Context: an optimization exercise on an open-source flow, tuned for small area, a short achievable clock period and few clock cycles. The choices shown serve that exercise and are no tape-out recipe.
The RTL was checked by simulation tests, not by an equivalence proof against the original design.
Power is estimated from default activity; no workload was simulated.

## run.sh

```bash
#!/bin/bash
# synth_recipe.tcl (not shown) runs the flow's synth.tcl, then flattens the netlist and writes it again
# the make line also repeats each setting of config.mk as NAME=value (left out here)
make -C /OpenROAD-flow-scripts/flow DESIGN_CONFIG=/design/flow/config.mk WORK_HOME=/design/flow/orfs CLKGATE_MAP_FILE= SYNTH_SCRIPT=/design/flow/synth_recipe.tcl finish
```

## config.mk

```make
export PLATFORM = sky130hd
export DESIGN_NAME = bitmap_slot_allocator_core
export DESIGN_NICKNAME = bitmap_slot_allocator_core
export VERILOG_FILES = /design/flow/design.v
export SDC_FILE = /design/flow/constraint.sdc
export NUM_CORES = 4
export LEC_CHECK = 0
export CAP_MARGIN = 20
export CORE_MARGIN = 2
export CORE_UTILIZATION = 40
export SETUP_SLACK_MARGIN = 3.0
export SLEW_MARGIN = 20
```

## constraint.sdc

```tcl
create_clock -name core_clock -period 7.0 [get_ports {clk}]
set_input_delay 1.4000 -clock core_clock [delete_from_list [all_inputs] [get_ports {clk}]]
set_output_delay 1.4000 -clock core_clock [all_outputs]
set_load 0.01 [all_outputs]
```

## design.v

```verilog
`timescale 1ns / 1ps
`default_nettype none
package bsa_pkg;
    localparam int SLOTS_DEFAULT = 512;
    localparam int BASE_W       = 48;
    localparam int SIZE_W       = 16;
    localparam int ADDR_W       = 49;
    localparam int STATUS_W     = 3;
    localparam int SLOT_FIELD_W = 9;
    localparam int FREE_FIELD_W = 10;
    localparam int IN_TDATA_W   = 72;
    localparam int OUT_TDATA_W  = 72;
    localparam int CFG_INDEX_W  = 1;
    localparam int CFG_DATA_W   = 48;
    localparam logic [SIZE_W-1:0] SLOT_BYTES_RESET = 16'd64;
    localparam logic [STATUS_W-1:0] ST_OK       = 3'd0;
    localparam logic [STATUS_W-1:0] ST_FULL     = 3'd1;
    localparam logic [STATUS_W-1:0] ST_MISMATCH = 3'd2;
    localparam logic [STATUS_W-1:0] ST_INVALID  = 3'd3;
    localparam logic [STATUS_W-1:0] ST_DOUBLE   = 3'd4;
    localparam logic [1:0] K_ALLOC    = 2'd0;
    localparam logic [1:0] K_FREE     = 2'd1;
    localparam logic [1:0] K_MISMATCH = 2'd2;
    localparam logic [1:0] K_INVALID  = 2'd3;
    function automatic logic [17:0] cmp_sub(input logic [16:0] a, input logic [16:0] b);
        logic [16:0] g;
        logic [16:0] e;
        logic [16:0] d;
        logic        ge_lo;
        for (int i = 0; i < 17; i++)
        begin
            g[i] = a[i] & ~b[i];
            e[i] = ~(a[i] ^ b[i]);
        end
        for (int l = 0; l < 5; l++)
        begin
            for (int i = 0; i < 17; i++)
            begin
                if ((i >> l) % 2 == 1)
                begin
                    g[i] = g[i] | (e[i] & g[((i >> l) << l) - 1]);
                    e[i] = e[i] & e[((i >> l) << l) - 1];
                end
            end
        end
        for (int i = 0; i < 17; i++)
        begin
            ge_lo = (i == 0) ? 1'b1 : (g[i-1] | e[i-1]);
            d[i]  = a[i] ^ b[i] ^ ~ge_lo;
        end
        cmp_sub = {g[16] | e[16], d};
    endfunction
    function automatic logic [26:0] add26(input logic [25:0] a, input logic [25:0] b, input logic cin);
        logic [25:0] g;
        logic [25:0] p;
        logic [25:0] pp;
        logic [25:0] s;
        for (int i = 0; i < 26; i++)
        begin
            g[i] = a[i] & b[i];
            p[i] = a[i] ^ b[i];
        end
        pp   = p;
        g[0] = g[0] | (p[0] & cin);
        for (int l = 0; l < 5; l++)
        begin
            for (int i = 0; i < 26; i++)
            begin
                if ((i >> l) % 2 == 1)
                begin
                    g[i]  = g[i] | (pp[i] & g[((i >> l) << l) - 1]);
                    pp[i] = pp[i] & pp[((i >> l) << l) - 1];
                end
            end
        end
        for (int i = 0; i < 26; i++)
            s[i] = p[i] ^ ((i == 0) ? cin : g[i-1]);
        add26 = {g[25], s};
    endfunction
    function automatic logic [51:0] csa26(input logic [25:0] a, input logic [25:0] b, input logic [25:0] c);
        logic [25:0] sm;
        logic [25:0] cy;
        sm = a ^ b ^ c;
        cy = (a & b) | (a & c) | (b & c);
        csa26 = {cy[24:0], 1'b0, sm};
    endfunction
endpackage
`default_nettype wire
`timescale 1ns / 1ps
`default_nettype none
module bitmap_slot_allocator_core
#(
    parameter int SLOTS = bsa_pkg::SLOTS_DEFAULT
)
(
    input  wire logic                                 clk,
    input  wire logic                                 rst_n,
    input  wire logic                                 s_tvalid,
    output logic                                      s_tready,
    input  wire logic [bsa_pkg::IN_TDATA_W-1:0]       s_tdata,
    input  wire logic                                 s_tuser,
    output logic                                      m_tvalid,
    input  wire logic                                 m_tready,
    output logic [bsa_pkg::OUT_TDATA_W-1:0]           m_tdata,
    input  wire logic                                 cfg_we,
    input  wire logic [bsa_pkg::CFG_INDEX_W-1:0]      cfg_index,
    input  wire logic [bsa_pkg::CFG_DATA_W-1:0]       cfg_data
);
    localparam logic [8:0] DIV_CUT = 9'b1_1111_1110;
    logic [47:0] base_q;
    logic [15:0] sb_q;
    logic [23:0] base_hi1_q;     
    always_ff @(posedge clk or negedge rst_n)
    begin
        if (!rst_n)
        begin
            base_q     <= '0;
            base_hi1_q <= 24'd1;
            sb_q       <= bsa_pkg::SLOT_BYTES_RESET;
        end
        else if (cfg_we)
        begin
            if (cfg_index == 1'b0)
            begin
                base_q     <= cfg_data[47:0];
                base_hi1_q <= {1'b0, cfg_data[47:25]} + 24'd1;
            end
            else
                sb_q <= cfg_data[15:0];
        end
    end
    logic o_v;
    logic en;
    assign en = !o_v || m_tready;
    logic        a_v;
    logic [1:0]  a_k;
    logic [24:0] a_lo;
    logic        a_b;
    logic        a_eq0;
    logic        a_eq1;
    logic        a_load;
    logic [48:0] in_addr;
    logic [25:0] in_diff;
    logic [26:0] in_diff_c;
    logic [23:0] base_hi;
    logic [23:0] base_hi1;
    assign in_addr  = s_tdata[64:16];
    assign in_diff_c = bsa_pkg::add26({1'b0, in_addr[24:0]}, ~{1'b0, base_q[24:0]}, 1'b1);
    assign in_diff  = in_diff_c[25:0];
    assign base_hi  = {1'b0, base_q[47:25]};
    assign base_hi1 = base_hi1_q;
    logic [1:0]  in_k;
    logic [27:0] in_f;
    assign in_k = s_tuser ? bsa_pkg::K_FREE
                          : ((s_tdata[15:0] == sb_q) ? bsa_pkg::K_ALLOC : bsa_pkg::K_MISMATCH);
    assign in_f = {in_diff[24:0], in_diff[25], (in_addr[48:25] == base_hi), (in_addr[48:25] == base_hi1)};
    logic        rdy_q;
    logic        accept;
    logic        sk_v;
    logic [1:0]  sk_k;
    logic [27:0] sk_f;
    assign accept   = s_tvalid && rdy_q;
    assign a_load   = en || !a_v;
    assign s_tready = rdy_q;
    always_ff @(posedge clk or negedge rst_n)
    begin
        if (!rst_n)
        begin
            a_v   <= 1'b0;
            sk_v  <= 1'b0;
            rdy_q <= 1'b1;
        end
        else
        begin
            if (a_load)
            begin
                a_v   <= sk_v || accept;
                sk_v  <= 1'b0;
                rdy_q <= 1'b1;
            end
            else if (accept)
            begin
                sk_v  <= 1'b1;
                rdy_q <= 1'b0;
            end
        end
    end
    always_ff @(posedge clk)
    begin
        if (a_load)
        begin
            if (sk_v)
                {a_k, a_lo, a_b, a_eq0, a_eq1} <= {sk_k, sk_f};
            else
                {a_k, a_lo, a_b, a_eq0, a_eq1} <= {in_k, in_f};
        end
        if (!sk_v)
        begin
            sk_k <= in_k;
            sk_f <= in_f;
        end
    end
    logic        d_vi [0:8];
    logic [1:0]  d_ki [0:8];
    logic [24:0] d_ri [0:8];
    logic [8:0]  d_qi [0:8];
    logic        d_vo [0:8];
    logic [1:0]  d_ko [0:8];
    logic [24:0] d_ro [0:8];
    logic [8:0]  d_qo [0:8];
    always_comb
    begin
        d_vi[8] = a_v;
        d_ri[8] = a_lo;
        d_qi[8] = '0;
        d_ki[8] = a_k;
        if (a_k == bsa_pkg::K_FREE)
        begin
            if (!(a_b ? a_eq1 : a_eq0) || !(a_lo[24:9] < sb_q))
                d_ki[8] = bsa_pkg::K_INVALID;
        end
    end
    genvar k;
    generate
        for (k = 8; k >= 0; k--)
        begin : g_row
            logic [16:0] hi;
            logic [17:0] diff;
            logic        ge;
            assign hi   = d_ri[k][k+16:k];
            assign diff = bsa_pkg::cmp_sub(hi, {1'b0, sb_q});
            assign ge   = diff[17];
            always_comb
            begin
                d_vo[k] = d_vi[k];
                d_ko[k] = d_ki[k];
                d_qo[k] = d_qi[k];
                d_qo[k][k] = ge;
                d_ro[k] = d_ri[k];
                if (ge)
                    d_ro[k][k+16:k] = diff[16:0];
            end
            if (k > 0)
            begin : g_link
                if (DIV_CUT[k])
                begin : g_reg
                    logic        v_q;
                    logic [1:0]  k_q;
                    logic [24:0] r_q;
                    logic [8:0]  q_q;
                    always_ff @(posedge clk or negedge rst_n)
                    begin
                        if (!rst_n)
                            v_q <= 1'b0;
                        else if (en)
                            v_q <= d_vo[k];
                    end
                    always_ff @(posedge clk)
                    begin
                        if (en)
                        begin
                            k_q <= d_ko[k];
                            r_q <= d_ro[k];
                            q_q <= d_qo[k];
                        end
                    end
                    assign d_vi[k-1] = v_q;
                    assign d_ki[k-1] = k_q;
                    assign d_ri[k-1] = r_q;
                    assign d_qi[k-1] = q_q;
                end
                else
                begin : g_wire
                    assign d_vi[k-1] = d_vo[k];
                    assign d_ki[k-1] = d_ko[k];
                    assign d_ri[k-1] = d_ro[k];
                    assign d_qi[k-1] = d_qo[k];
                end
            end
        end
    endgenerate
    logic        b_v;
    logic [1:0]  b_k;
    logic [8:0]  b_q;
    always_ff @(posedge clk or negedge rst_n)
    begin
        if (!rst_n)
            b_v <= 1'b0;
        else if (en)
            b_v <= d_vo[0];
    end
    always_ff @(posedge clk)
    begin
        if (en)
        begin
            b_k <= d_ko[0];
            b_q <= d_qo[0];
        end
    end
    logic [31:0] used_q [16];
    logic [15:0] wvld_q;
    logic [15:0] wfull_q;
    logic [3:0]  cand_w;
    logic [4:0]  cand_b;
    logic        cfull;
    logic [31:0] cand_word;
    logic        is_alloc;
    logic        is_free;
    logic        alloc_ok;
    logic        do_alloc;
    logic        do_free;
    logic [3:0]  qw;
    logic [4:0]  qb;
    logic [31:0] word_q;
    logic [31:0] word;
    logic [31:0] word_new;
    logic [3:0]  rw;
    logic [4:0]  rb;
    logic [31:0] rb_dec;
    logic        used_bit;
    logic [15:0] upd;
    logic [15:0] keep;
    assign is_alloc = (b_k == bsa_pkg::K_ALLOC);
    assign is_free  = (b_k == bsa_pkg::K_FREE);
    assign alloc_ok = b_v && is_alloc && !cfull;
    assign do_alloc = en && alloc_ok;
    assign do_free  = en && b_v && is_free;
    assign qw       = b_q[8:5];
    assign qb       = b_q[4:0];
    always_comb
    begin
        word_q = '0;
        for (int w = 0; w < 16; w++)
            if ((qw == 4'(w)) && wvld_q[w]) word_q = used_q[w];
    end
    assign used_bit = word_q[qb];
    assign word     = is_alloc ? cand_word : word_q;
    assign rw       = is_alloc ? cand_w : qw;
    assign rb       = is_alloc ? cand_b : qb;
    assign rb_dec   = 32'd1 << rb;
    assign word_new = is_alloc ? (word | rb_dec) : (word & ~rb_dec);
    always_comb
    begin
        for (int w = 0; w < 16; w++)
            upd[w] = (do_alloc || do_free) && (rw == 4'(w));
    end
    assign keep = wvld_q & ~upd;
    always_ff @(posedge clk)
    begin
        for (int w = 0; w < 16; w++)
            used_q[w] <= ({32{upd[w]}} & word_new) | ({32{keep[w]}} & used_q[w]);
    end
    logic [31:0] wa_new;
    logic        za;
    logic [4:0]  lz_a_idx;
    assign wa_new = cand_word | (32'd1 << cand_b);
    always_comb
    begin
        logic all1;
        all1     = 1'b1;
        lz_a_idx = '0;
        for (int b = 0; b < 32; b++)
        begin
            if (!wa_new[b] && all1) lz_a_idx = lz_a_idx | 5'(b);
            all1 = all1 && wa_new[b];
        end
        za = !all1;
    end
    logic [15:0] nf;
    logic [15:0] fw;
    logic        none_b;
    logic [3:0]  fw_idx;
    logic [31:0] word_b;
    logic [4:0]  lz_b_idx;
    always_comb
    begin
        logic none;
        none   = 1'b1;
        fw_idx = '0;
        for (int w = 0; w < 16; w++)
        begin
            nf[w] = !wfull_q[w] && (cand_w != 4'(w));
            fw[w] = nf[w] && none;
            none  = none && !nf[w];
            if (fw[w]) fw_idx = fw_idx | 4'(w);
        end
        none_b = none;
    end
    always_comb
    begin
        logic all1;
        word_b = '0;
        for (int w = 0; w < 16; w++)
            if (fw[w] && wvld_q[w]) word_b = word_b | used_q[w];
        all1     = 1'b1;
        lz_b_idx = '0;
        for (int b = 0; b < 32; b++)
        begin
            if (!word_b[b] && all1) lz_b_idx = lz_b_idx | 5'(b);
            all1 = all1 && word_b[b];
        end
    end
    always_ff @(posedge clk or negedge rst_n)
    begin
        if (!rst_n)
        begin
            wvld_q    <= '0;
            wfull_q   <= '0;
            cand_w    <= '0;
            cand_b    <= '0;
            cfull     <= 1'b0;
            cand_word <= '0;
        end
        else
        begin
            wvld_q <= wvld_q | upd;
            for (int w = 0; w < 16; w++)
                if (upd[w]) wfull_q[w] <= is_alloc && !za;
            if (do_alloc)
            begin
                if (za)
                begin
                    cand_b    <= lz_a_idx;
                    cand_word <= wa_new;
                end
                else
                begin
                    cand_w    <= fw_idx;
                    cand_b    <= lz_b_idx;
                    cfull     <= none_b;
                    cand_word <= word_b;
                end
            end
            else if (do_free)
            begin
                if (cfull || (b_q < {cand_w, cand_b}))
                begin
                    {cand_w, cand_b} <= b_q;
                    cfull            <= 1'b0;
                    cand_word        <= word_new;
                end
                else if (qw == cand_w)
                begin
                    cand_word <= word_new;
                end
            end
        end
    end
    logic [25:0] pp [9];
    logic [51:0] l1a, l1b, l1c, l2a, l2b, l3, l4, l5;
    always_comb
    begin
        for (int i = 0; i < 9; i++)
            pp[i] = ({cand_w, cand_b} >> i) & 9'd1 ? (26'(sb_q) << i) : 26'd0;
    end
    assign l1a    = bsa_pkg::csa26(pp[0], pp[1], pp[2]);
    assign l1b    = bsa_pkg::csa26(pp[3], pp[4], pp[5]);
    assign l1c    = bsa_pkg::csa26(pp[6], pp[7], pp[8]);
    assign l2a    = bsa_pkg::csa26(l1a[25:0], l1a[51:26], l1b[25:0]);
    assign l2b    = bsa_pkg::csa26(l1b[51:26], l1c[25:0], l1c[51:26]);
    assign l3     = bsa_pkg::csa26(l2a[25:0], l2a[51:26], l2b[25:0]);
    assign l4     = bsa_pkg::csa26(l3[25:0], l3[51:26], l2b[51:26]);
    assign l5     = bsa_pkg::csa26(l4[25:0], l4[51:26], {1'b0, base_q[24:0]});
    logic [9:0]  cnt_q;
    logic [9:0]  cnt_p1;
    logic [9:0]  cnt_m1;
    logic [9:0]  cnt_next;
    logic        f_ok;
    assign f_ok     = is_free && used_bit;
    assign cnt_p1   = cnt_q + 10'd1;
    assign cnt_m1   = cnt_q - 10'd1;
    assign cnt_next = f_ok ? cnt_p1 : (alloc_ok ? cnt_m1 : cnt_q);
    logic        c_v;
    logic [2:0]  c_st;
    logic [8:0]  c_slot;
    logic [9:0]  c_free;
    logic        c_dec;
    logic [25:0] c_s;
    logic [25:0] c_c;
    always_ff @(posedge clk or negedge rst_n)
    begin
        if (!rst_n)
        begin
            cnt_q <= 10'd512;
            c_v   <= 1'b0;
        end
        else if (en)
        begin
            c_v <= b_v;
            if (b_v)
                cnt_q <= cnt_next;
        end
    end
    always_ff @(posedge clk)
    begin
        if (en)
        begin
            c_free <= cnt_next;
            c_dec  <= alloc_ok;
            c_s    <= l5[25:0];
            c_c    <= l5[51:26];
            c_slot <= '0;
            unique case (b_k)
                bsa_pkg::K_ALLOC:
                begin
                    if (cfull)
                        c_st <= bsa_pkg::ST_FULL;
                    else
                    begin
                        c_st   <= bsa_pkg::ST_OK;
                        c_slot <= {cand_w, cand_b};
                    end
                end
                bsa_pkg::K_FREE:
                begin
                    if (used_bit)
                    begin
                        c_st   <= bsa_pkg::ST_OK;
                        c_slot <= b_q;
                    end
                    else
                        c_st <= bsa_pkg::ST_DOUBLE;
                end
                bsa_pkg::K_MISMATCH: c_st <= bsa_pkg::ST_MISMATCH;
                default:             c_st <= bsa_pkg::ST_INVALID;
            endcase
        end
    end
    logic [26:0] lo_sum;
    logic [2:0]  o_st;
    logic [24:0] o_addr;
    logic        o_c;
    logic        o_dec;
    logic [8:0]  o_slot;
    logic [9:0]  o_free;
    assign lo_sum = bsa_pkg::add26(c_s, c_c, 1'b0);
    always_ff @(posedge clk or negedge rst_n)
    begin
        if (!rst_n)
            o_v <= 1'b0;
        else if (en)
            o_v <= c_v;
    end
    always_ff @(posedge clk)
    begin
        if (en)
        begin
            o_st   <= c_st;
            o_slot <= c_slot;
            o_free <= c_free;
            o_dec  <= c_dec;
            o_c    <= lo_sum[25];
            o_addr <= c_dec ? lo_sum[24:0] : '0;
        end
    end
    logic [23:0] o_hi;
    assign o_hi     = o_dec ? (o_c ? base_hi1 : base_hi) : '0;
    assign m_tvalid = o_v;
    assign m_tdata  = {1'b0, o_free, o_slot, o_hi, o_addr, o_st};
endmodule
`default_nettype wire
```

==> metrics.yaml, run 1 <==
synth:
  async_reset_ff_share_pct: 16.8
  synth_edf_count: 407
  ys_warn_count: 43
  ys.flop_type: "dfxtp_1"
  syn_inst: 6661
  synth_area_per_cell_um2: 9.32
  yosysSeqAreaShare_pct: 43.8
  yosysUniqueCellTypes: 112
  synth-seq-cells: 1107
  netlist_area_mm2: 0.0621
  syn-num-nets: 7169
critical_path:
  critPathCaptureType: "flip-flop"
  arrival_ns: 5.17
  critPathTopFamily: "simple AND/OR/NAND/NOR gates"
  r2r-start: "cand_w[0]"
  rr_endpoint: "cand_b[2]"
  crit_chain: "mux2i_4 -> o41a_1 -> a211oi_4 -> buf_12 -> buf_6 -> buf_12 -> buf_4 -> nor4bb_1 -> a211oi_1 -> nand3_1 -> o21ai_2 -> or3_4 -> or3_4 -> nand3b_1 -> a31oi_1 -> a2bb2oi_1"
  critPathLaunchType: "flip-flop"
  path_class: "flip-flop to flip-flop"
  cp_num_buf_inv: 4
  cpMaxStageDelayCell: "dfrtp_4"
  reg2reg_depth: 16
  max_stage_delay_ns: 0.56
  critPathMaxFanout: 10
  required_ns: 7.69
  worst-r2r-setup-slack_ns: 2.52
clock_tree:
  clock_latency_ns: 0.80
  cts_buffer_depth: 3
  numCtsBuffers: 132
  htree_levels: 4
  cts_tree: "built"
  clkSlewWorstSetupHoldPaths_ns: 0.06
  cts.sinks: 1107
  ctsHoldBuffers: 0
  cts-root-buf: "clkbuf_16"
sta:
  worst_slew_margin_rel_pct: 17.7
  finalCritPeriodShare_pct: 64.0
  finalSetupViolCount: 0
  final.min_clock_period_ns: 4.48
  setup_tns_ns: 0
  hold_viol: 0
  worst_pin_slew_ns: 1.22
  worst_slack_ns: 2.52
  rsz0062_at_grt: "yes"
  fin_hold_ws_ns: 0.409
  slew_viol_final: 0
  skew_ns: 0.0421
  fmax_mhz: 223
global_route:
  grt_pass1_wl_um: 368000
  grt_pass1_vias: 54600
  grt_usage_pct: 31.4
  grt_start_max_net_pins: 140
  gr-total-overflow: 0
  antenna_found_initial: 14
detailed_routing:
  dr.pass1.iters: 11
  detailroute.via_count: 56800
  wl_per_cell_um: 28.0
  via_per_inst: 6.24
  ant_nets: 0
  drt_iter0_drc: 7643
  routed_wl_um: 255000
  drc: 0
floorplan:
  die_w_um: 398
  die_area_mm2: 0.158
  core_mm2: 0.154
  start_util_pct: 40.3
  row_count: 144
  die_h_um: 398
  io_pins: 201
hold_path:
  hold_class: "flip-flop to flip-flop"
  hp-start: "g_row[1].g_link.g_reg.k_q[1]"
  min_path_cells: 0
  hold_end: "b_k[1]"
power:
  power.switching_mw: 15.2
  p_int_mw: 20.9
  ir_drop_mv: 0.240
  leakage_nw: 29.2
  pwr-share-clk_pct: 19.8
  swShare_pct: 42.2
  seq_power_share_pct: 30.0
  combPwrFrac_pct: 50.2
  p_per_area_mw_per_mm2: 479
final_layout:
  fillerInstances: 14200
  design_area_mm2: 0.0754
  layout_commonest_cell: "o21ai_0"
  layout_common_cells: "o21ai_0, nand3_1, dfxtp_1"
  final_layout_size_suffix_gt1_share_pct: 16.0
  fin_nets: 7456
  syn_to_final_growth_pct: 21.4
place:
  placed_cell_area_mm2: 0.0670
  place_hpwl_um: 177000
  pre_cts_ws_ns: 1.21
  gp_congestion: 1.02
  portBuffers: 192
run_status:
  status: "finished clean"
job:
  timing.max_cap.violations: 0
==> timing repair <==
action                     CTS  global route
pin swaps                   94            45
buffers inserted           145            31
resized for setup          364           129
setup endpoints to repair  525           375
cloned                      10             3
==> per-layer routing <==
layer / GRT usage, % / part of all wire, % / vias to the layer above
li1: - / - / 25000
met1: 42.5 / 41 / 27700
met2: 44.8 / 41 / 3412
met3: 10.0 / 12 / 741
met4: 15.8 / 5.5 / 8
met5: 0 / 0.023 / -
==> state kept, by name, summed over array words and instances, names as in the netlist, 16 cells and up <==
register	flops
g_row.g_link.g_reg.r_q	17
d_ri	147
base_q	48
cand_word	32
a_lo	25
used_q	512
g_row.g_link.g_reg.q_q	36
o_addr	25
sk_f	28
wfull_q	16
c_s	25
c_c	25
wvld_q	16
sb_q	16
base_hi1_q	24
g_row.g_link.g_reg.k_q	16
==> worst max-delay path by stage <==
stage | start | slack (ns) | end | depth (start not counted)
finish | cand_w[0] | 2.52 | cand_b[2] | 16
global route | cand_w[0] | 2.47 | cand_b[0] | 16
CTS | cand_w[0] | 2.67 | cand_b[2] | 15
detailed placement | cand_w[2] | 1.21 | cand_b[0] | 13
global placement | cand_w[2] | 1.27 | cand_b[2] | 13
floorplan | s_tdata[16] | 2.98 | a_lo[24] | 15
==> worst reg2reg max path: cells and delay by family (launching register included) <==
family | cells | cell delay (ns)
simple gates | 5 | 1.63
flops | 1 | 0.56
buf+inv | 4 | 0.63
mux | 1 | 0.23
compound gates | 6 | 1.35
==> synthesized netlist by cell type (all sizes together), types with 77 or more instances <==
cell type	number	share of area [%]
ha	252	5.1
mux2	144	2.6
and3	77	0.78
nand3	647	5.2
fa	129	4.2
edfxtp	407	20
nor2	488	3.0
inv	262	1.6
nor3	128	1.0
a21oi	222	1.8
xnor2	135	1.9
buf	92	0.66
dfxtp	514	17
clkbuf	383	2.3
a22oi	103	1.3
nand2	531	3.2
o21ai	730	5.9
dfrtp	182	7.3
==> layout make-up <==
cell class	count	area (um2)	share of cell area, %
multi-input cells	4812	33900	45.0
flip-flops and latches	1107	27200	36.1
repair buffers	626	6210	8.24
clock buffers	186	3770	5.01
well taps	2044	2560	3.39
inverters	269	1080	1.43
clock inverters	51	647	0.858
diodes	7	17.5	0.0232
==> power groups by stage <==
| stage | Sequential (mW) | Combinational [mW] | Clock [mW] |
|---|---|---|---|
| 4_1_cts | 10.8 | 17.4 | 7.22 |
| 6_report | 10.8 | 18.1 | 7.15 |
| 2_1_floorplan | 10.3 | 10.9 | 0 |
| 3_3_place_gp | 10.9 | 15.9 | 0 |
| 5_1_grt | 11.0 | 19.7 | 7.45 |
| 3_5_place_dp | 11.0 | 16.2 | 0 |
==> logic make-up (layout without fill, tap and decap cells) <==
group	after synthesis	after routing	synth area share, %
xor+xnor	203	203	2.86
other cells	1	8	0.00604
mux	192	192	3.39
simple gates	2315	2317	18.2
buf+inv	744	1132	4.60
flops	1107	1107	43.8
compound gates	1718	1718	17.9
fa+ha+maj	381	381	9.24
==> through the flow <==
| stage | power, mW | utilization (%) | cells |
|---|---|---|---|
| after detailed placement | 27.1 | 43.5 | 8669 |
| after floorplan | 21.2 | - | 6661 |
| after CTS | 35.4 | 48.3 | 9061 |
| after global routing | 38.2 | 48.9 | 9096 |
| after global placement | 26.8 | 43.5 | 8669 |
| final | 36.1 | 48.9 | 9102 |
Testbench counts, summed over its fixed seeds: cycles 12,324.
==> run 2: changes to the inputs <==
--- a/design.v
+++ b/design.v
@@ -306,2 +306,5 @@
     logic [31:0] cand_word;
+    logic [15:0] wnf_q;          
+    logic [15:0] wfull_next;
+    logic [15:0] cw_next;
     logic        is_alloc;
@@ -381,3 +384,3 @@
         begin
-            nf[w] = !wfull_q[w] && (cand_w != 4'(w));
+            nf[w] = wnf_q[w];
             fw[w] = nf[w] && none;
@@ -402,2 +405,15 @@
     end
+    always_comb
+    begin
+        for (int w = 0; w < 16; w++)
+            wfull_next[w] = upd[w] ? (is_alloc && !za) : wfull_q[w];
+        cw_next = 16'd1 << cand_w;
+        if (do_alloc)
+        begin
+            if (!za)
+                cw_next = fw;
+        end
+        else if (do_free && (cfull || (b_q < {cand_w, cand_b})))
+            cw_next = 16'd1 << qw;
+    end
     always_ff @(posedge clk or negedge rst_n)
@@ -412,2 +428,3 @@
             cand_word <= '0;
+            wnf_q     <= 16'hFFFE;
         end
@@ -415,5 +432,5 @@
         begin
-            wvld_q <= wvld_q | upd;
-            for (int w = 0; w < 16; w++)
-                if (upd[w]) wfull_q[w] <= is_alloc && !za;
+            wvld_q  <= wvld_q | upd;
+            wfull_q <= wfull_next;
+            wnf_q   <= ~wfull_next & ~cw_next;
             if (do_alloc)
@@ -463,16 +480,7 @@
     assign l5     = bsa_pkg::csa26(l4[25:0], l4[51:26], {1'b0, base_q[24:0]});
-    logic [9:0]  cnt_q;
-    logic [9:0]  cnt_p1;
-    logic [9:0]  cnt_m1;
-    logic [9:0]  cnt_next;
-    logic        f_ok;
-    assign f_ok     = is_free && used_bit;
-    assign cnt_p1   = cnt_q + 10'd1;
-    assign cnt_m1   = cnt_q - 10'd1;
-    assign cnt_next = f_ok ? cnt_p1 : (alloc_ok ? cnt_m1 : cnt_q);
     logic        c_v;
-    logic [2:0]  c_st;
+    logic [1:0]  c_k;
+    logic        c_full;
+    logic        c_used;
     logic [8:0]  c_slot;
-    logic [9:0]  c_free;
-    logic        c_dec;
     logic [25:0] c_s;
@@ -482,12 +490,5 @@
         if (!rst_n)
-        begin
-            cnt_q <= 10'd512;
-            c_v   <= 1'b0;
-        end
+            c_v <= 1'b0;
         else if (en)
-        begin
             c_v <= b_v;
-            if (b_v)
-                cnt_q <= cnt_next;
-        end
     end
@@ -497,33 +498,38 @@
         begin
-            c_free <= cnt_next;
-            c_dec  <= alloc_ok;
+            c_k    <= b_k;
+            c_full <= cfull;
+            c_used <= used_bit;
+            c_slot <= is_alloc ? {cand_w, cand_b} : b_q;
             c_s    <= l5[25:0];
             c_c    <= l5[51:26];
-            c_slot <= '0;
-            unique case (b_k)
-                bsa_pkg::K_ALLOC:
-                begin
-                    if (cfull)
-                        c_st <= bsa_pkg::ST_FULL;
-                    else
-                    begin
-                        c_st   <= bsa_pkg::ST_OK;
-                        c_slot <= {cand_w, cand_b};
-                    end
-                end
-                bsa_pkg::K_FREE:
-                begin
-                    if (used_bit)
-                    begin
-                        c_st   <= bsa_pkg::ST_OK;
-                        c_slot <= b_q;
-                    end
-                    else
-                        c_st <= bsa_pkg::ST_DOUBLE;
-                end
-                bsa_pkg::K_MISMATCH: c_st <= bsa_pkg::ST_MISMATCH;
-                default:             c_st <= bsa_pkg::ST_INVALID;
-            endcase
         end
     end
+    logic        c_aok;
+    logic        c_fok;
+    logic [2:0]  c_st;
+    logic [9:0]  cnt_q;
+    logic [9:0]  cnt_p1;
+    logic [9:0]  cnt_m1;
+    logic [9:0]  cnt_next;
+    assign c_aok    = (c_k == bsa_pkg::K_ALLOC) && !c_full;
+    assign c_fok    = (c_k == bsa_pkg::K_FREE) && c_used;
+    assign cnt_p1   = cnt_q + 10'd1;
+    assign cnt_m1   = cnt_q - 10'd1;
+    assign cnt_next = c_fok ? cnt_p1 : (c_aok ? cnt_m1 : cnt_q);
+    always_comb
+    begin
+        unique case (c_k)
+            bsa_pkg::K_ALLOC:    c_st = c_full ? bsa_pkg::ST_FULL : bsa_pkg::ST_OK;
+            bsa_pkg::K_FREE:     c_st = c_used ? bsa_pkg::ST_OK : bsa_pkg::ST_DOUBLE;
+            bsa_pkg::K_MISMATCH: c_st = bsa_pkg::ST_MISMATCH;
+            default:             c_st = bsa_pkg::ST_INVALID;
+        endcase
+    end
+    always_ff @(posedge clk or negedge rst_n)
+    begin
+        if (!rst_n)
+            cnt_q <= 10'd512;
+        else if (en && c_v)
+            cnt_q <= cnt_next;
+    end
     logic [26:0] lo_sum;
@@ -548,7 +554,7 @@
             o_st   <= c_st;
-            o_slot <= c_slot;
-            o_free <= c_free;
-            o_dec  <= c_dec;
+            o_slot <= (c_aok || c_fok) ? c_slot : '0;
+            o_free <= cnt_next;
+            o_dec  <= c_aok;
             o_c    <= lo_sum[25];
-            o_addr <= c_dec ? lo_sum[24:0] : '0;
+            o_addr <= c_aok ? lo_sum[24:0] : '0;
         end
--- a/config.mk
+++ b/config.mk
@@ -9,3 +9,3 @@
 export CORE_MARGIN = 2
-export CORE_UTILIZATION = 40
+export CORE_UTILIZATION = 65
 export SETUP_SLACK_MARGIN = 3.0
==> run 2 against run 1 <==
Net effect: setup slack improved by 0.28 ns; synthesized cell count down 4.4%; count of clock-buffer cells in the layout down 36; clock skew up 0.0051 ns; power fell by 12%; clock power is 7.8% lower; routed wire length shrank 16%; final area is 6.0% lower; non-clock buffer count shrank 130; hold slack lost 0.020 ns; combinational power shrank 17%; utilization grew 27 points; critical path type unchanged.
==> metrics.yaml, run 2 <==
synth:
  synth-seq-cells: 1113
  ys_warn_count: 43
  netlist_area_mm2: 0.0609
  async_reset_ff_share_pct: 18.1
  synth_most_common_cell: "o21ai_0"
  ys.flop_type: "dfxtp_1"
  synth_area_leaders: "edfxtp_1, dfxtp_1, dfrtp_1"
  synth_common_cells: "o21ai_0, nand3_1, dfxtp_1"
  synth_area_per_cell_um2: 9.57
  yosysUniqueCellTypes: 100
  syn_inst: 6365
  synth_edf_count: 397
  yosysSeqAreaShare_pct: 44.8
  synth.largest_area_cell: "edfxtp_1"
  yosysTopAreaCellShare_pct: 19.6
  syn-num-nets: 6873
global_route:
  grt_pass1_wl_um: 308000
  grt_start_max_net_pins: 152
  grt_pass1_vias: 51000
  gr-total-overflow: 0
  grt_usage_pct: 42.7
  antenna_found_initial: 8
hold_path:
  hold_class: "flip-flop to flip-flop"
  hp-start: "g_row[1].g_link.g_reg.q_q[1]"
clock_tree:
  cts_tree: "built"
  clock_latency_ns: 0.75
  htree_levels: 3
  cts-root-buf: "clkbuf_16"
  ctsHoldBuffers: 0
  clkSlewWorstSetupHoldPaths_ns: 0.06
  cts.sinks: 1113
  numCtsBuffers: 117
  cts_buffer_depth: 3
run_status:
  status: "finished clean"
floorplan:
  start_util_pct: 65.5
  die_w_um: 310
  die_h_um: 310
  row_count: 112
  io_pins: 201
  die_area_mm2: 0.0962
  core_mm2: 0.0930
critical_path:
  r2r-start: "wnf_q[0]"
  cp_num_buf_inv: 3
  path_class: "flip-flop to flip-flop"
  critPathCaptureType: "flip-flop"
  crit_chain: "buf_12 -> or4_4 -> buf_12 -> or3_1 -> o2111a_1 -> nand4_1 -> buf_4 -> a41oi_2 -> or3_4 -> nor4_4 -> a311oi_4 -> nand4b_1 -> a31o_1"
  critPathMaxFanout: 7
  cp-startpoint: "wnf_q[0]"
  required_ns: 7.65
  cpMaxStageDelayCell: "or3_1"
  critPathTopFamily: "simple AND/OR/NAND/NOR gates"
  arrival_ns: 4.85
  critPathLaunchType: "flip-flop"
  max_stage_delay_ns: 0.77
  cp_common_cell: "buf_12"
detailed_routing:
  ant_nets: 0
  routed_wl_um: 214000
  detailroute.via_count: 54500
  via_per_inst: 6.91
  drc: 0
  drt_iter0_drc: 8367
  dr.pass1.iters: 14
  wl_per_cell_um: 27.2
sta:
  hold_viol: 0
  final.min_clock_period_ns: 4.20
  slew_viol_final: 0
  skew_ns: 0.0472
  setup_tns_ns: 0
  rsz0062_at_grt: "yes"
  fmax_mhz: 238
  fin_hold_ws_ns: 0.389
  finalCritPeriodShare_pct: 60.0
  finalSetupViolCount: 0
  worst_slew_margin_rel_pct: 28.2
  worst_pin_slew_ns: 1.08
final_layout:
  syn_to_final_growth_pct: 16.2
  largest_reg_flops: 512
  largest-register: "used_q"
  layout_common_cells: "o21ai_0, nand3_1, dfxtp_1"
  final_layout_size_suffix_gt1_share_pct: 14.7
  fin_nets: 7034
  layout_commonest_cell: "o21ai_0"
  finalCoreUtilization_pct: 76.1
power:
  ir_drop_mv: 0.383
  p_per_area_mw_per_mm2: 451
  leakage_nw: 27.7
place:
  portBuffers: 192
  place_hpwl_um: 134000
  gp_congestion: 1.02
job:
  timing.max_cap.violations: 0
==> run 2: area by class of cell <==
type	count	area, um2
repair buffers	496	4930
multi-input cells	4539	31800
fillers	6561	22200
diodes	8	20.0
clock inverters	71	806
flip-flops and latches	1113	27300
clock buffers	150	3250
well taps	1254	1570
inverters	259	1070
==> run 2: kinds of logic after synthesis <==
group | after synthesis | synth area share, %
compound gates | 1608 | 16.7
xor+xnor | 172 | 2.47
fa+ha+maj | 381 | 9.41
buf+inv | 718 | 4.58
flops | 1113 | 44.8
mux | 274 | 5.06
other cells | 1 | 0.00615
simple gates | 2098 | 16.9
==> run 2: per-layer routing <==
metal | vias up | GRT usage [%] | share of wire, %
met5 | - | 0.152 | 0.0079
met4 | 2 | 32.1 | 9.7
met3 | 1346 | 12.7 | 13
met2 | 3910 | 65.2 | 43
met1 | 25600 | 51.0 | 35
li1 | 23700 | - | -
==> run 2: report_power, final <==
group          internal (mW)  leakage [nW]  switching [mW]
logic                   5.92          15.0            9.03
clock network           3.86          1.98            2.74
registers               9.21          10.7            1.15
==> run 2: per-stage QoR <==
stage,instance area [um2],cells,total power [mW],setup slack [ns]
floorplan,61000,6365,19.4,3.00
global placement,64000,7496,23.5,1.73
detailed placement,64000,7496,24.0,1.64
CTS,69200,7782,31.0,2.81
global route,70800,7884,33.6,2.79
finish,70800,7890,31.9,2.80
==> run 2: worst paths after layout <==
check / end / slack (ns) / depth (start not counted)
max: cand_b[0] / 2.80 / 13
min: b_q[1] / 0.39 / 0
max reg2reg: cand_b[0] / 2.80 / 13
min reg2reg: b_q[1] / 0.39 / 0
max in group asynchronous: cand_b[1] / 5.02 / 2
min in group asynchronous: base_hi1_q[17] / 0.57 / 1
==> run 2: worst register-to-register path: stages (launching register included) <==
cell and delay (ns):
dfrtp_2 0.42, buf_12 0.14, or4_4 0.52, buf_12 0.17, or3_1 0.77, o2111a_1 0.49, nand4_1 0.19, buf_4 0.15
a41oi_2 0.12, or3_4 0.37, nor4_4 0.32, a311oi_4 0.08, nand4b_1 0.18, a31o_1 0.19
==> run 2: repair_timing <==
item | 4_1_cts | 5_1_grt
pin swaps | 16 | 51
endpoints found under the hold margin | 0 | 0
resized for setup | 164 | 189
setup buffers | 64 | 89
cloned | 1 | 10
setup endpoints to repair | 608 | 462
Testbench counts of run 2, summed over its fixed seeds: cycles 12,324.
==> run 3: changes to the inputs <==
--- a/design.v
+++ b/design.v
@@ -349,3 +349,3 @@
     end
-    assign keep = wvld_q & ~upd;
+    assign keep = ~upd;
     always_ff @(posedge clk)
==> run 3 against run 2 <==
Net effect: still clean; hold slack gained 0.028 ns; sequential share of layout area increased by 6.5 points; clock skew down 0.0020 ns; final area grew 1.6%; register-to-register slack better by 0.05 ns; critical path type unchanged; largest cell class is now sequential cells.
==> metrics.yaml, run 3 <==
synth:
  syn_inst: 5136
  synth.largest_area_cell: "edfxtp_1"
  synth_area_per_cell_um2: 11.7
  synth_edf_count: 909
  synth-seq-cells: 1113
  yosysTopAreaCellShare_pct: 45.3
  yosysSeqAreaShare_pct: 53.8
  async_reset_ff_share_pct: 18.1
  yosysUniqueCellTypes: 106
  ys_warn_count: 43
  synth_common_cells: "edfxtp_1, nor2_1, nand2_1"
  syn-num-nets: 5644
  synth_area_leaders: "edfxtp_1, dfrtp_1, ha_1"
  ys.flop_type: "edfxtp_1"
  synth_most_common_cell: "edfxtp_1"
  netlist_area_mm2: 0.0602
detailed_routing:
  wl_per_cell_um: 29.9
  via_per_inst: 7.05
  dr.pass1.iters: 10
  drc: 0
  drt_iter0_drc: 7556
  detailroute.via_count: 48200
  routed_wl_um: 204000
  ant_nets: 0
floorplan:
  io_pins: 201
  die_area_mm2: 0.0951
  die_w_um: 308
  start_util_pct: 65.7
  die_h_um: 308
  row_count: 111
  core_mm2: 0.0917
sta:
  hold_viol: 0
  rsz0062_at_grt: "yes"
  fin_hold_ws_ns: 0.417
  finalCritPeriodShare_pct: 59.3
  worst_pin_slew_ns: 1.02
  finalSetupViolCount: 0
  final.min_clock_period_ns: 4.15
  setup_tns_ns: 0
  slew_viol_final: 0
  fmax_mhz: 241
  worst_slack_ns: 2.85
  worst_slew_margin_rel_pct: 31.4
  skew_ns: 0.0452
final_layout:
  finalCoreUtilization_pct: 78.5
  layout_commonest_cell: "edfxtp_1"
  design_area_mm2: 0.0719
  fin_cells: 6834
  syn_to_final_growth_pct: 19.5
  layout_common_cells: "edfxtp_1, nor2_1, nand2_1"
  fin_nets: 6048
  final_layout_size_suffix_gt1_share_pct: 19.3
place:
  gp_congestion: 1.05
  place_hpwl_um: 125000
  placed_cell_area_mm2: 0.0637
  dp_cells: 6368
  pre_cts_ws_ns: 1.44
  portBuffers: 192
global_route:
  gr-total-overflow: 0
  antenna_found_initial: 6
  grt_pass1_wl_um: 291000
  grt_pass1_vias: 46700
  grt_usage_pct: 41.8
  grt_start_max_net_pins: 148
job:
  timing.max_cap.violations: 0
clock_tree:
  ctsHoldBuffers: 0
  cts_buffer_depth: 3
  numCtsBuffers: 113
  cts.sinks: 1113
  cts-root-buf: "clkbuf_16"
  htree_levels: 3
  cts_tree: "built"
  clock_latency_ns: 0.75
  clkSlewWorstSetupHoldPaths_ns: 0.06
critical_path:
  cp-startpoint: "b_k[0]"
  critPathMaxFanout: 38
  crit_chain: "or2_2 -> buf_4 -> nand2_1 -> a21boi_0 -> inv_1 -> nor2_1 -> nand2_1 -> a21oi_1 -> buf_4"
  critPathLaunchType: "flip-flop"
  cpMaxStageDelayCell: "nor2_1"
  path_class: "flip-flop to flip-flop"
  critPathCaptureType: "flip-flop"
  required_ns: 7.58
  max_stage_delay_ns: 0.63
  r2r-start: "b_k[0]"
  arrival_ns: 4.73
power:
  ir_drop_mv: 0.312
  power.total_mw: 34.5
  p_per_area_mw_per_mm2: 480
  leakage_nw: 27.8
hold_path:
  hold_class: "flip-flop to flip-flop"
  hp-start: "g_row[5].g_link.g_reg.k_q[0]"
run_status:
  status: "finished clean"
-- run 3: cell count changes after synthesis, sizes merged, moves of 33 or more --
| cell | delta |
|---|---|
| o21ai | -554 |
| dfxtp | -512 |
| edfxtp | +512 |
| nand3 | -501 |
| clkbuf | -206 |
| a222oi | -37 |
| nand2 | +33 |
-- run 3: final cells by class --
| cell class | instances | area, um2 |
|---|---|---|
| clock inverter | 71 | 885 |
| clock buffer | 143 | 3040 |
| tap | 1186 | 1480 |
| multi-input combinational | 3486 | 27400 |
| fill | 5575 | 19700 |
| timing repair buffer | 541 | 5410 |
| timing repair inverter | 2 | 17.5 |
| sequential | 1113 | 32500 |
| inverter | 283 | 1210 |
| antenna | 9 | 22.5 |
-- run 3: cells by family (layout without fill, tap and decap cells) --
logic type	after synthesis	in the layout	synth area share [%]
simple gates	1528	1535	12.3
compound gates	1145	1145	13.5
flops	1113	1113	53.8
buf+inv	544	1040	3.57
fa+ha+maj	381	381	9.53
mux	238	238	4.55
xor+xnor	186	186	2.71
other cells	1	10	0.00623
-- run 3: worst paths after layout --
path                                                 to  slack, ns  cells past startpoint
setup / recovery                              flip-flop       2.85                      9
hold / removal             g_row[4].g_link.g_reg.k_q[0]       0.42                      0
setup reg to reg                              flip-flop       2.85                      9
hold reg to reg            g_row[4].g_link.g_reg.k_q[0]       0.42                      0
max in group asynchronous                       sb_q[0]       4.85                      2
min in group asynchronous                 cand_word[11]       0.59                      1
-- run 3: what timing repair did --
action	CTS	global route
setup buffers	105	111
hold endpoints to repair	0	0
gates cloned	12	13
resized for setup	250	214
pin swaps	41	88
endpoints found under the setup margin	1233	707
-- run 3: layer usage --
layer	part of all wire [%]	up-vias	wire length [um]	track usage [%]
met5	0.014	-	29	0
met4	8.5	4	17300	29.1
li1	-	20100	-	-
met3	13	1030	26200	12.3
met1	34	23300	69000	51.2
met2	45	3701	91600	64.0
-- run 3: where the power goes --
group	switching, mW	total, mW	leakage, nW	internal [mW]
registers	1.28	11.9	11.3	10.6
clock network	2.72	6.43	1.90	3.72
logic	9.56	16.2	14.7	6.65
-- run 3: critical path: cells and delay by family, from the launching register on --
kind,cells,cell delay [ns]
AOI/OAI and AO/OA,2,1.02
buffers and inverters,3,0.90
DFF,1,0.59
and+or+nand+nor,4,1.45
Testbench counts of run 3, summed over its fixed seeds: cycles 12,324.
==> run 4: changes to the inputs <==
--- a/design.v
+++ b/design.v
@@ -336,3 +336,3 @@
         for (int w = 0; w < 16; w++)
-            if ((qw == 4'(w)) && wvld_q[w]) word_q = used_q[w];
+            if ((is_alloc ? fw[w] : (qw == 4'(w))) && wvld_q[w]) word_q = word_q | used_q[w];
     end
@@ -394,5 +394,3 @@
         logic all1;
-        word_b = '0;
-        for (int w = 0; w < 16; w++)
-            if (fw[w] && wvld_q[w]) word_b = word_b | used_q[w];
+        word_b = word_q;
         all1     = 1'b1;
==> run 4 against run 3 <==
Net effect: non-clock buffer count up 74; setup slack worse by 0.18 ns; synthesized cell count down 0.47%; synthesized area down 0.22%; sequential share of layout area down 0.070 points; register-to-register slack worse by 0.18 ns; final area up 0.14%; utilization up 0.11 points; first-iteration DRC count down 11%; sequential power about the same; routed wire length down 3.1%; critical path depth up 6; highest routed layer unchanged.
==> metrics.yaml, run 4 <==
synth:
  synth_common_cells: "edfxtp_1, nand2_1, nor2_1"
  yosysUniqueCellTypes: 118
  syn_inst: 5112
  synth_area_per_cell_um2: 11.8
  synth_area_leaders: "edfxtp_1, dfrtp_1, ha_1"
  netlist_area_mm2: 0.0601
  synth.largest_area_cell: "edfxtp_1"
  yosysSeqAreaShare_pct: 54.0
  synth_most_common_cell: "edfxtp_1"
  yosysTopAreaCellShare_pct: 45.4
  syn-num-nets: 5620
  async_reset_ff_share_pct: 18.1
  ys_warn_count: 43
  ys.flop_type: "edfxtp_1"
  synth-seq-cells: 1113
  synth_edf_count: 909
final_layout:
  layout_common_cells: "edfxtp_1, nand2_1, nor2_1"
  finalCoreUtilization_pct: 78.6
  fin_nets: 6124
  syn_to_final_growth_pct: 19.9
  fin_cells: 6909
  final_layout_size_suffix_gt1_share_pct: 20.6
  layout_commonest_cell: "edfxtp_1"
power:
  p_per_area_mw_per_mm2: 492
  power.switching_mw: 14.2
  swShare_pct: 40.2
  combPwrFrac_pct: 48.9
  leakage_nw: 27.8
  p_int_mw: 21.2
  pwr-share-clk_pct: 17.7
  seq_power_share_pct: 33.4
  ir_drop_mv: 0.341
place:
  place_hpwl_um: 126000
  gp_congestion: 0.976
  portBuffers: 192
  dp_cells: 6426
critical_path:
  crit_chain: "or4_4 -> buf_12 -> nor2_2 -> a31oi_1 -> o2111ai_1 -> a2111oi_4 -> nand3_2 -> a41oi_4 -> nor4_4 -> buf_4 -> nand4_4 -> buf_6 -> a211o_1 -> and4_1 -> a21oi_2"
  arrival_ns: 4.98
  worst-r2r-setup-slack_ns: 2.67
  reg2reg_depth: 15
  required_ns: 7.65
  rr_endpoint: "cand_b[2]"
  r2r-start: "wnf_q[6]"
  critPathCaptureType: "flip-flop"
  critPathTopFamily: "simple AND/OR/NAND/NOR gates"
  critPathMaxFanout: 7
  critPathLaunchType: "flip-flop"
  max_stage_delay_ns: 0.65
  path_class: "flip-flop to flip-flop"
  cp_num_buf_inv: 3
  cpMaxStageDelayCell: "or4_4"
detailed_routing:
  drc: 0
  wl_per_cell_um: 28.6
  via_per_inst: 6.82
  drt_iter0_drc: 6723
  routed_wl_um: 198000
  detailroute.via_count: 47100
  ant_nets: 0
  dr.pass1.iters: 13
run_status:
  status: "finished clean"
floorplan:
  io_pins: 201
  row_count: 111
  core_mm2: 0.0917
  start_util_pct: 65.5
  die_w_um: 308
  die_h_um: 308
  die_area_mm2: 0.0949
sta:
  final.min_clock_period_ns: 4.33
  finalSetupViolCount: 0
  setup_tns_ns: 0
  skew_ns: 0.0481
  slew_viol_final: 0
  finalCritPeriodShare_pct: 61.9
  hold_viol: 0
  fmax_mhz: 231
  rsz0062_at_grt: "yes"
  worst_pin_slew_ns: 1.01
  worst_slew_margin_rel_pct: 32.1
global_route:
  grt_start_max_net_pins: 97
  grt_pass1_vias: 45700
  grt_pass1_wl_um: 286000
  gr-total-overflow: 0
  grt_usage_pct: 41.0
  antenna_found_initial: 12
clock_tree:
  clock_latency_ns: 0.75
  cts_tree: "built"
  cts-root-buf: "clkbuf_16"
  cts.sinks: 1113
  clkSlewWorstSetupHoldPaths_ns: 0.06
  numCtsBuffers: 114
  ctsHoldBuffers: 0
  htree_levels: 3
  cts_buffer_depth: 3
hold_path:
  hold_class: "flip-flop to flip-flop"
  hold_end: "d_ri[6][2]"
  min_path_cells: 0
  hp-start: "d_ri[7][2]"
job:
  timing.max_cap.violations: 0
run 4: per-layer routing:
| metal | GRT usage [%] | wire length, um | up-vias |
|---|---|---|---|
| met5 | 0 | 52 | - |
| met3 | 10.7 | 24100 | 1063 |
| met1 | 50.2 | 67200 | 22600 |
| met4 | 28.6 | 17600 | 8 |
| met2 | 63.7 | 88800 | 3428 |
| li1 | - | - | 20000 |
run 4: how the worst max path moves through the flow:
stage          slack, ns  cells after the start        end  startpoint
6_report            2.67                     15  cand_b[2]    wnf_q[6]
5_1_grt             2.49                     14  cand_b[1]    wnf_q[3]
4_1_cts             2.85                     18  cand_b[4]      b_k[0]
3_5_place_dp        1.46                     14  cand_b[0]      b_k[0]
3_3_place_gp        1.49                     14  cand_b[0]      b_k[1]
2_1_floorplan       2.53                     10   wnf_q[4]    m_tready
run 4: through the flow:
| stage | cell area (um2) | setup WS, ns | hold WS, ns | power, mW |
|---|---|---|---|---|
| after floorplan | 60300 | 2.53 | 0.400 | 21.8 |
| after global placement | 64100 | 1.49 | 0.401 | 26.6 |
| after detailed placement | 64100 | 1.46 | 0.405 | 27.1 |
| after CTS | 70900 | 2.85 | 0.414 | 34.4 |
| after global routing | 72000 | 2.49 | 0.420 | 37.3 |
| final | 72000 | 2.67 | 0.411 | 35.4 |
run 4: what timing repair did:
item	CTS	global route
endpoints found under the setup margin	1378	553
gates cloned	7	10
gates resized for setup	310	111
hold endpoints to repair	0	0
buffers inserted	176	66
pin swaps	95	46
run 4: power by group through the flow:
stage / Sequential [mW] / Clock, mW / Combinational (mW)
3_3_place_gp: 11.9 / 0 / 14.7
3_5_place_dp: 12.0 / 0 / 15.1
4_1_cts: 11.8 / 6.28 / 16.3
5_1_grt: 12.0 / 6.53 / 18.8
2_1_floorplan: 11.4 / 0 / 10.4
6_report: 11.8 / 6.28 / 17.3
run 4: worst reg2reg max path: cells and delay by family (launching register included):
family          cells  cell delay (ns)
flops               1             0.49
buf+inv             3             0.58
compound gates      6             1.18
simple gates        6             2.02
run 4: kinds of logic after synthesis:
logic type,Yosys count,share of synthesized area [%]
compound gates,966,11.2
xor+xnor,207,3.02
fa+ha+maj,381,9.55
buf+inv,522,3.54
flops,1113,54.0
mux,262,4.97
other cells,1,0.00624
simple gates,1660,13.8
run 4: area by class of cell:
cell class | count | area (um2)
multi-input combinational | 3487 | 27200
timing repair inverter | 4 | 30.0
inverter | 281 | 1160
fill | 5679 | 19600
tap | 1186 | 1480
antenna | 9 | 22.5
sequential | 1113 | 32400
timing repair buffer | 615 | 5870
clock inverter | 71 | 823
clock buffer | 143 | 3010
Testbench counts of run 4, summed over its fixed seeds: cycles 12,324.
==> run 5: changes to the inputs <==
--- a/config.mk
+++ b/config.mk
@@ -10,3 +10,3 @@
 export CORE_UTILIZATION = 65
-export SETUP_SLACK_MARGIN = 3.0
+export SETUP_SLACK_MARGIN = 3.4
 export SLEW_MARGIN = 20
==> run 5 against run 4 <==
Net effect: still clean on timing, DRC and antenna; hold slack better by 0.0040 ns; setup slack worse by 0.12 ns; combinational power is 19% higher; synthesized cell count unchanged; global-route usage increased by 2.4 points; non-clock buffer count up 317; routed wire length is 9.2% higher; largest power group unchanged.
==> metrics.yaml, run 5 <==
clock_tree:
  cts-root-buf: "clkbuf_16"
  clock_latency_ns: 0.75
  clkSlewWorstSetupHoldPaths_ns: 0.06
  cts.sinks: 1113
  cts_buffer_depth: 3
  htree_levels: 3
  cts_tree: "built"
  numCtsBuffers: 113
power:
  p_per_area_mw_per_mm2: 503
  leakage_nw: 30.2
  ir_drop_mv: 0.610
sta:
  setup_tns_ns: 0
  fin_hold_ws_ns: 0.415
  skew_ns: 0.0363
  fmax_mhz: 225
  rsz0062_at_grt: "yes"
  finalCritPeriodShare_pct: 63.6
  slew_viol_final: 0
  worst_slew_margin_rel_pct: 27.5
  final.min_clock_period_ns: 4.45
  worst_pin_slew_ns: 1.09
  hold_viol: 0
  finalSetupViolCount: 0
critical_path:
  critPathMaxFanout: 10
  cpMaxStageDelayCell: "a2111oi_1"
  path_class: "flip-flop to flip-flop"
  worst-r2r-setup-slack_ns: 2.55
  r2r-start: "b_k[1]"
  critPathCaptureType: "flip-flop"
  required_ns: 7.60
  reg2reg_depth: 16
  max_stage_delay_ns: 0.59
  cp_common_cell: "buf_4"
  critPathLaunchType: "flip-flop"
  rr_endpoint: "cand_b[4]"
  arrival_ns: 5.05
  crit_chain: "buf_6 -> buf_4 -> or2_2 -> and3_4 -> a2111oi_1 -> nand4_1 -> a2111oi_4 -> buf_4 -> nand3_2 -> nor2b_1 -> o21ai_2 -> nand2_1 -> a211o_1 -> a2111oi_4 -> buf_4 -> o21ai_2"
place:
  gp_congestion: 1.00
  place_hpwl_um: 128000
  portBuffers: 192
global_route:
  gr-total-overflow: 0
  grt_start_max_net_pins: 171
  grt_pass1_wl_um: 302000
  grt_pass1_vias: 47800
  met3_usage_pct: 12.3
  grt_usage_pct: 43.4
  use_met1_pct: 52.2
  antenna_found_initial: 12
  met2_usage_pct: 67.7
  grt.busiest_layer: "met2"
detailed_routing:
  detailroute.via_count: 49900
  wl_per_cell_um: 29.9
  routed_wl_um: 216000
  drt_iter0_drc: 8314
  via_per_inst: 6.91
  dr.pass1.iters: 17
  ant_nets: 0
  drc: 0
synth:
  yosysSeqAreaShare_pct: 54.0
  synth_most_common_cell: "edfxtp_1"
  ys.flop_type: "edfxtp_1"
  synth_common_cells: "edfxtp_1, nand2_1, nor2_1"
  synth_area_leaders: "edfxtp_1, dfrtp_1, ha_1"
  yosysTopAreaCellShare_pct: 45.4
  synth_edf_count: 909
  synth.largest_area_cell: "edfxtp_1"
  yosysUniqueCellTypes: 118
  ys_warn_count: 43
  syn_inst: 5112
  async_reset_ff_share_pct: 18.1
  synth_area_per_cell_um2: 11.8
  synth-seq-cells: 1113
  syn-num-nets: 5620
  netlist_area_mm2: 0.0601
job:
  timing.max_cap.violations: 0
floorplan:
  die_w_um: 308
  row_count: 111
  die_area_mm2: 0.0949
  start_util_pct: 65.5
  die_h_um: 308
  io_pins: 201
  core_mm2: 0.0917
hold_path:
  min_path_cells: 0
  hp-start: "a_lo[3]"
  hold_end: "d_ri[7][3]"
  hold_class: "flip-flop to flip-flop"
final_layout:
  layout_common_cells: "edfxtp_1, buf_4, nand2_1"
  fin_nets: 6443
  final_layout_size_suffix_gt1_share_pct: 28.7
  layout_commonest_cell: "edfxtp_1"
  syn_to_final_growth_pct: 27.9
run_status:
  status: "finished clean"
==> run 5: cell counts after synthesis <==
No cell type changed its count.
==> run 5: kinds of logic (layout without fill, tap and decap cells) <==
logic type,count (synthesis),in the layout,synth area share [%]
and+or+nand+nor,1660,1669,13.8
DFF,1113,1113,54.0
AOI/OAI and AO/OA,966,970,11.2
buffers and inverters,522,1428,3.54
adders and majority gates,381,381,9.55
muxes,262,262,4.97
xor gates and xnor gates,207,207,3.02
other,1,5,0.00624
==> run 5: worst max-delay path: cells and delay by family (launching register included) <==
kind	cells	cell delay, ns
compound gates	6	1.77
simple gates	6	1.39
buf+inv	4	0.72
flops	1	0.38
==> run 5: per-layer routing <==
layer / routed length [um] / vias up / share of wire (%)
li1: - / 20700 / -
met1: 71200 / 23900 / 33
met2: 95200 / 3911 / 44
met3: 27500 / 1432 / 13
met4: 21900 / 16 / 10
met5: 124 / - / 0.057
==> run 5: cell type report <==
cell class / count / area, um2
inverter: 281 / 1190
fill: 4848 / 14800
multi-input combinational: 3490 / 28800
tap: 1186 / 1480
timing repair inverter: 4 / 52.6
antenna: 4 / 10.0
clock buffer: 152 / 3090
clock inverter: 59 / 683
timing repair buffer: 932 / 9130
sequential: 1113 / 32500
==> run 5: worst max-delay path by stage <==
stage	slack (ns)	end	depth (start not counted)	from
2_1_floorplan	2.89	a_lo[23]	15	s_tdata[16]
3_3_place_gp	1.11	cand_b[0]	13	b_k[1]
3_5_place_dp	1.33	cand_b[0]	13	b_k[0]
4_1_cts	2.97	c_used	16	b_k[0]
5_1_grt	2.52	cand_b[4]	16	b_k[1]
6_report	2.55	cand_b[4]	16	b_k[1]
==> run 5: where the power goes <==
part	switching (mW)	total [mW]	leakage, nW	internal, mW
sequential	1.25	11.8	11.2	10.6
combinational	11.6	20.6	17.2	8.96
clock	2.69	6.21	1.83	3.52
total	15.6	38.6	30.2	23.1
==> run 5: through the flow <==
step	instance area (um2)	power [mW]	instances	setup WS [ns]	util, %
after floorplan	60700	22.1	5112	2.89	-
after global placement	64500	26.6	6444	1.11	70.4
after detailed placement	64500	27.2	6444	1.33	70.4
after CTS	73500	35.7	7014	2.97	80.1
after global routing	76800	40.4	7218	2.52	83.8
final	76900	38.6	7221	2.55	83.8
==> run 5: timing repair <==
action / CTS / global route
gates resized for setup: 501 / 412
cloned: 22 / 11
buffers inserted: 337 / 192
pin swaps: 155 / 168
setup endpoints to repair: 1330 / 1020
hold buffers: 0 / 0

==> separate check: timing with driven ports <==
How much do the figures lean on ideal ports? The routed layouts below were timed once more, with nothing changed but the port constraints.
Step 1: set_driving_cell puts a clkbuf_16 on clk and a buf_2 on each other input, an assumption about the parent block.
Step 2 also shifts input and output timing later by t, the mid clock arrival at the registers, as if the neighbouring blocks saw the same clock.
Three values: no drivers, after step 1, after step 2; two values: the first two.
| run | t, ns | setup WS [ns] | slew at the worst register clock pin (ns) |
|---|---|---|---|
| run 1 | 0.867 | 2.517 / 2.517 / 2.297 | 0.07 / 0.07 |
| run 2 | 0.805 | 2.798 / 2.798 / 2.367 | 0.07 / 0.07 |
| run 3 | 0.802 | 2.852 / 2.852 / 2.253 | 0.07 / 0.07 |
| run 4 | 0.796 | 2.667 / 2.667 / 2.273 | 0.07 / 0.07 |
| run 5 | 0.809 | 2.551 / 2.551 / 2.449 | 0.07 / 0.07 |
After both steps setup and hold are still met in every run listed. For run 3, which loses most, drivers alone change the setup slack by 0.000 ns; drivers and shift together by -0.599 ns.
